Source: an optimization exercise on an open RTL-to-GDS flow (aim: a short achievable clock period). Production flows keep margins and buffers that such runs may drop. Only simulation tests tie the RTL to the original design; equivalence was not proved. The flow treats the clock pin as an ideal source, which a real chip does not have.

== before ==
==> flow/design.v <==
package regfile_pkg;
   localparam int DEFAULT_DATA_WIDTH     = 32;
   localparam int DEFAULT_ADDR_WIDTH     = 5;
   localparam int DEFAULT_NUM_READ_PORTS = 2;
   localparam int ZERO_IDX = 0;
   function automatic int popcount_width(input int addr_width);
      popcount_width = addr_width + 1;
   endfunction
endpackage
module rf_inv (input logic a, output logic y);
   assign y = !a;
endmodule
module rf_nand2 (input logic a, b, output logic y);
   assign y = !(a && b);
endmodule
module rf_nand3 (input logic a, b, c, output logic y);
   assign y = !(a && b && c);
endmodule
module rf_nand4 (input logic a, b, c, d, output logic y);
   assign y = !(a && b && c && d);
endmodule
module rf_nor2 (input logic a, b, output logic y);
   assign y = !(a || b);
endmodule
module rf_nor3 (input logic a, b, c, output logic y);
   assign y = !(a || b || c);
endmodule
module rf_aoi22 (input logic a1, a2, b1, b2, output logic y);
   assign y = !((a1 && a2) || (b1 && b2));
endmodule
module reg_scoreboard (
   input  logic        clk,
   input  logic        rst,
   input  logic [31:1] issue_sel,
   input  logic        sig_issue,
   input  logic        flush,
   input  logic [31:1] write_dec,
   output logic [31:1] busy,
   output logic        issue_ready,
   output logic [5:0]  busy_count
);
   logic [31:1] busy_q, busy_d;
   logic [5:0]  count_q, count_d;
   logic        issue_busy, write_busy;
   logic        inc, dec;
   rf_or31 u_issue_busy (.s(issue_sel), .d(busy_q), .y(issue_busy));
   rf_or31 u_write_busy (.s(write_dec), .d(busy_q), .y(write_busy));
   assign issue_ready = !issue_busy;
   assign inc = sig_issue && !flush && !issue_busy && |issue_sel;
   assign dec = write_busy;
   always_comb begin
      for (int i = 1; i < 32; i++) begin
         if (flush)
            busy_d[i] = 1'b0;
         else if (sig_issue && !issue_busy && issue_sel[i])
            busy_d[i] = 1'b1;
         else if (write_dec[i])
            busy_d[i] = 1'b0;
         else
            busy_d[i] = busy_q[i];
      end
   end
   always_comb begin
      if (flush)
         count_d = 6'd0;
      else if (inc && !dec)
         count_d = count_q + 6'd1;
      else if (dec && !inc)
         count_d = count_q - 6'd1;
      else
         count_d = count_q;
   end
   always_ff @(posedge clk or posedge rst) begin
      if (rst) begin
         busy_q  <= '0;
         count_q <= '0;
      end else begin
         busy_q  <= busy_d;
         count_q <= count_d;
      end
   end
   assign busy       = busy_q;
   assign busy_count = count_q;
endmodule
module rf_predec (
   input  logic [4:0] a,
   output logic [3:0] lo,
   output logic [7:0] hi
);
   logic [4:0] an;
   for (genvar n = 0; n < 5; n++) begin : g_inv
      rf_inv u_inv (.a(a[n]), .y(an[n]));
   end
   for (genvar j = 0; j < 4; j++) begin : g_lo
      rf_nor2 u_lo (.a(j[0] ? an[0] : a[0]), .b(j[1] ? an[1] : a[1]), .y(lo[j]));
   end
   for (genvar k = 0; k < 8; k++) begin : g_hi
      rf_nor3 u_hi (.a(k[0] ? an[2] : a[2]), .b(k[1] ? an[3] : a[3]),
                    .c(k[2] ? an[4] : a[4]), .y(hi[k]));
   end
endmodule
module rf_rsel (
   input  logic [3:0]  lo,
   input  logic [7:0]  hi,
   input  logic [31:1] wn,
   output logic [31:1] sel
);
   for (genvar i = 1; i < 32; i++) begin : g_sel
      logic sn;
      rf_nand3 u_n (.a(lo[i % 4]), .b(hi[i / 4]), .c(wn[i]), .y(sn));
      rf_inv   u_i (.a(sn), .y(sel[i]));
   end
endmodule
module rf_or31_n (
   input  logic [31:1] s,
   input  logic [31:1] d,
   output logic        xn,
   output logic        yn
);
   logic [15:0] t;
   logic [3:0]  o;
   for (genvar k = 0; k < 15; k++) begin : g_t
      rf_aoi22 u_t (.a1(s[2*k+1]), .a2(d[2*k+1]), .b1(s[2*k+2]), .b2(d[2*k+2]), .y(t[k]));
   end
   rf_nand2 u_t15 (.a(s[31]), .b(d[31]), .y(t[15]));
   for (genvar m = 0; m < 4; m++) begin : g_o
      rf_nand4 u_o (.a(t[4*m]), .b(t[4*m+1]), .c(t[4*m+2]), .d(t[4*m+3]), .y(o[m]));
   end
   rf_nor2 u_x (.a(o[0]), .b(o[1]), .y(xn));
   rf_nor2 u_y (.a(o[2]), .b(o[3]), .y(yn));
endmodule
module rf_or31 (
   input  logic [31:1] s,
   input  logic [31:1] d,
   output logic        y
);
   logic xn, yn;
   rf_or31_n u_or (.s(s), .d(d), .xn(xn), .yn(yn));
   rf_nand2  u_y (.a(xn), .b(yn), .y(y));
endmodule
module rf_rbit (
   input  logic [31:1] s,
   input  logic [31:1] d,
   input  logic        fn,
   output logic        y
);
   logic xn, yn;
   rf_or31_n u_or (.s(s), .d(d), .xn(xn), .yn(yn));
   rf_nand3  u_y (.a(xn), .b(yn), .c(fn), .y(y));
endmodule
module rf_fwd (
   input  logic [3:0] rlo,
   input  logic [7:0] rhi,
   input  logic [3:0] wlo,
   input  logic [7:0] whi,
   input  logic       wnz,
   output logic       hit
);
   assign hit = |(rlo & wlo) && |(rhi & whi) && wnz;
endmodule
module register_file_scoreboard (
   input  logic        Clk,
   input  logic        Reset,
   input  logic [9:0]  Read_Register,
   output logic [63:0] Read_Data,
   output logic [1:0]  Read_Busy,
   input  logic [4:0]  Write_Register,
   input  logic [31:0] Write_Data,
   input  logic        Sig_Reg_Write,
   input  logic [4:0]  Issue_Register,
   input  logic        Sig_Issue,
   output logic        Issue_Ready,
   input  logic        Flush,
   output logic [5:0]  Busy_Count
);
   logic [31:1][31:0] regs_q;
   logic [31:1]       busy;
   logic [3:0]        wlo0, wlo, ilo;
   logic [7:0]        whi, ihi;
   logic [31:1]       wn, wen, isel;
   logic              wnz;
   rf_predec u_wpre (.a(Write_Register), .lo(wlo0), .hi(whi));
   assign wlo = wlo0 & {4{Sig_Reg_Write}};
   assign wnz = Write_Register != 5'd0;
   for (genvar i = 1; i < 32; i++) begin : g_wdec
      rf_nand2 u_wn (.a(wlo[i % 4]), .b(whi[i / 4]), .y(wn[i]));
      assign wen[i] = wlo[i % 4] && whi[i / 4];
   end
   always_ff @(posedge Clk or posedge Reset) begin
      if (Reset) begin
         regs_q <= '0;
      end else begin
         for (int i = 1; i < 32; i++)
            if (wen[i]) regs_q[i] <= Write_Data;
      end
   end
   for (genvar p = 0; p < 2; p++) begin : g_read
      logic [3:0]  rlo;
      logic [7:0]  rhi;
      logic [31:1] sel;
      logic        fwd_hit;
      rf_predec u_rpre (.a(Read_Register[p*5 +: 5]), .lo(rlo), .hi(rhi));
      rf_rsel   u_rsel (.lo(rlo), .hi(rhi), .wn(wn), .sel(sel));
      rf_fwd    u_fwd (.rlo(rlo), .rhi(rhi), .wlo(wlo), .whi(whi), .wnz(wnz),
                       .hit(fwd_hit));
      for (genvar b = 0; b < 32; b++) begin : g_bit
         logic [31:1] col;
         logic        fn;
         for (genvar i = 1; i < 32; i++) begin : g_col
            assign col[i] = regs_q[i][b];
         end
         rf_nand2 u_fn (.a(fwd_hit), .b(Write_Data[b]), .y(fn));
         rf_rbit  u_bit (.s(sel), .d(col), .fn(fn), .y(Read_Data[p*32 + b]));
      end
      rf_or31 u_busy (.s(sel), .d(busy), .y(Read_Busy[p]));
   end
   rf_predec u_ipre (.a(Issue_Register), .lo(ilo), .hi(ihi));
   rf_rsel   u_isel (.lo(ilo), .hi(ihi), .wn({31{1'b1}}), .sel(isel));
   reg_scoreboard u_scoreboard (
      .clk         (Clk),
      .rst         (Reset),
      .issue_sel   (isel),
      .sig_issue   (Sig_Issue),
      .flush       (Flush),
      .write_dec   (wen),
      .busy        (busy),
      .issue_ready (Issue_Ready),
      .busy_count  (Busy_Count)
   );
endmodule
clock: 6.7 ns
lec_check: 0
cap_margin: 20
core_area: 10 10 390 390
die_area: 0 0 400 400
setup_slack_margin: 3.0
slew_margin: 20
synth_hierarchical: 1
standard.sh (not shown) runs the stock make flow with config.mk's settings and CLKGATE_MAP_FILE= SYNTH_SCRIPT=/design/flow/synth_recipe.tcl, a recipe that flattens the netlist after the stock synthesis.
==> flow/flow/run.sh <==
#!/bin/bash
# Layout flow: the standard flow, with the standard synthesis unchanged.
# After synthesis, the delay cells are kept out of the layout (the resizer
# otherwise uses them as port buffers on the critical path), and timing
# repair after clock tree synthesis is given more passes.
set -euo pipefail
HERE=$(pwd)
bash standard.sh synth > synth.log 2>&1
DLY="sky130_fd_sc_hd__dlygate4sd1_1 sky130_fd_sc_hd__dlygate4sd2_1 sky130_fd_sc_hd__dlygate4sd3_1"
DLY="$DLY sky130_fd_sc_hd__clkdlybuf4s15_1 sky130_fd_sc_hd__clkdlybuf4s15_2"
DLY="$DLY sky130_fd_sc_hd__clkdlybuf4s18_1 sky130_fd_sc_hd__clkdlybuf4s18_2"
DLY="$DLY sky130_fd_sc_hd__clkdlybuf4s25_1 sky130_fd_sc_hd__clkdlybuf4s25_2"
DLY="$DLY sky130_fd_sc_hd__clkdlybuf4s50_1 sky130_fd_sc_hd__clkdlybuf4s50_2"
DLY="$DLY sky130_fd_sc_hd__dlymetal6s2s_1 sky130_fd_sc_hd__dlymetal6s4s_1 sky130_fd_sc_hd__dlymetal6s6s_1"
export DONT_USE_CELLS="$DLY"
export POST_CTS_TCL="$HERE/flow/post_cts.tcl"
bash standard.sh > layout.log 2>&1
==> flow/flow/post_cts.tcl <==
# More setup repair after clock tree synthesis, then legalise again
repair_timing -setup -setup_margin $::env(SETUP_SLACK_MARGIN) -repair_tns 100 \
  -match_cell_footprint -max_passes 1000 -verbose
detailed_placement
check_placement -verbose
The following lists how after was set up differently from before:
==> flow/run.sh (new file) <==
#!/bin/bash
# synth_recipe.tcl (not shown) runs the flow's synth.tcl, then flattens the netlist and writes it again
# the make line also repeats each setting of config.mk as NAME=value (left out here)
make -C /OpenROAD-flow-scripts/flow DESIGN_CONFIG=/design/flow/config.mk WORK_HOME=/design/flow/orfs CLKGATE_MAP_FILE= SYNTH_SCRIPT=/design/flow/synth_recipe.tcl finish
removed: flow/flow/run.sh
removed: flow/flow/post_cts.tcl
removed: flow/standard.sh
after: PASS, flow complete, no timing, DRC or antenna violations. after: cell area 0.42% above before. Wire length reported by the detailed router for after is higher than for before. Final cell count (after vs. before) increases slightly. Looking at clock period minus final worst setup slack across both flows, after is the weaker of the two, with before ahead. Maximum frequency from static timing analysis for after is lower than for before. In the metrics for after and before, the one carrying the lower via count of the first global-routing pass is after. The endpoint arrival time on the critical path in after sits 0.06 ns above the value recorded for before. after contains more vias than before.

-- what the ideal ports hide --
The results above use ideal ports. As a check the final layouts listed here were re-extracted and re-timed, cells and wires unchanged. Step 1: set_driving_cell puts a clkbuf_16 on Clk and a buf_2 on each other input, an assumption about the parent block. Step 2, shift: input delay + t, output delay - t, t = (earliest + latest rising clock arrival at the registers) / 2. This alone moves slack from input paths to output paths. a / b / c = no drivers / after step 1 / after step 2; a / b = the first two.
run	t (ns)	setup slack, ns	worst setup path after step 2	clock arrival spread, ns	cell pins on the clock port's net
before	0.829	1.728 / 1.674 / 1.674	input to output	0.031 / 0.031	1
after	0.833	1.674 / 1.610 / 1.610	input to output	0.036 / 0.037	1
After both steps every run listed still meets setup and hold. For after, which loses most, drivers alone change the setup slack by -0.064 ns; drivers and shift together by -0.064 ns.
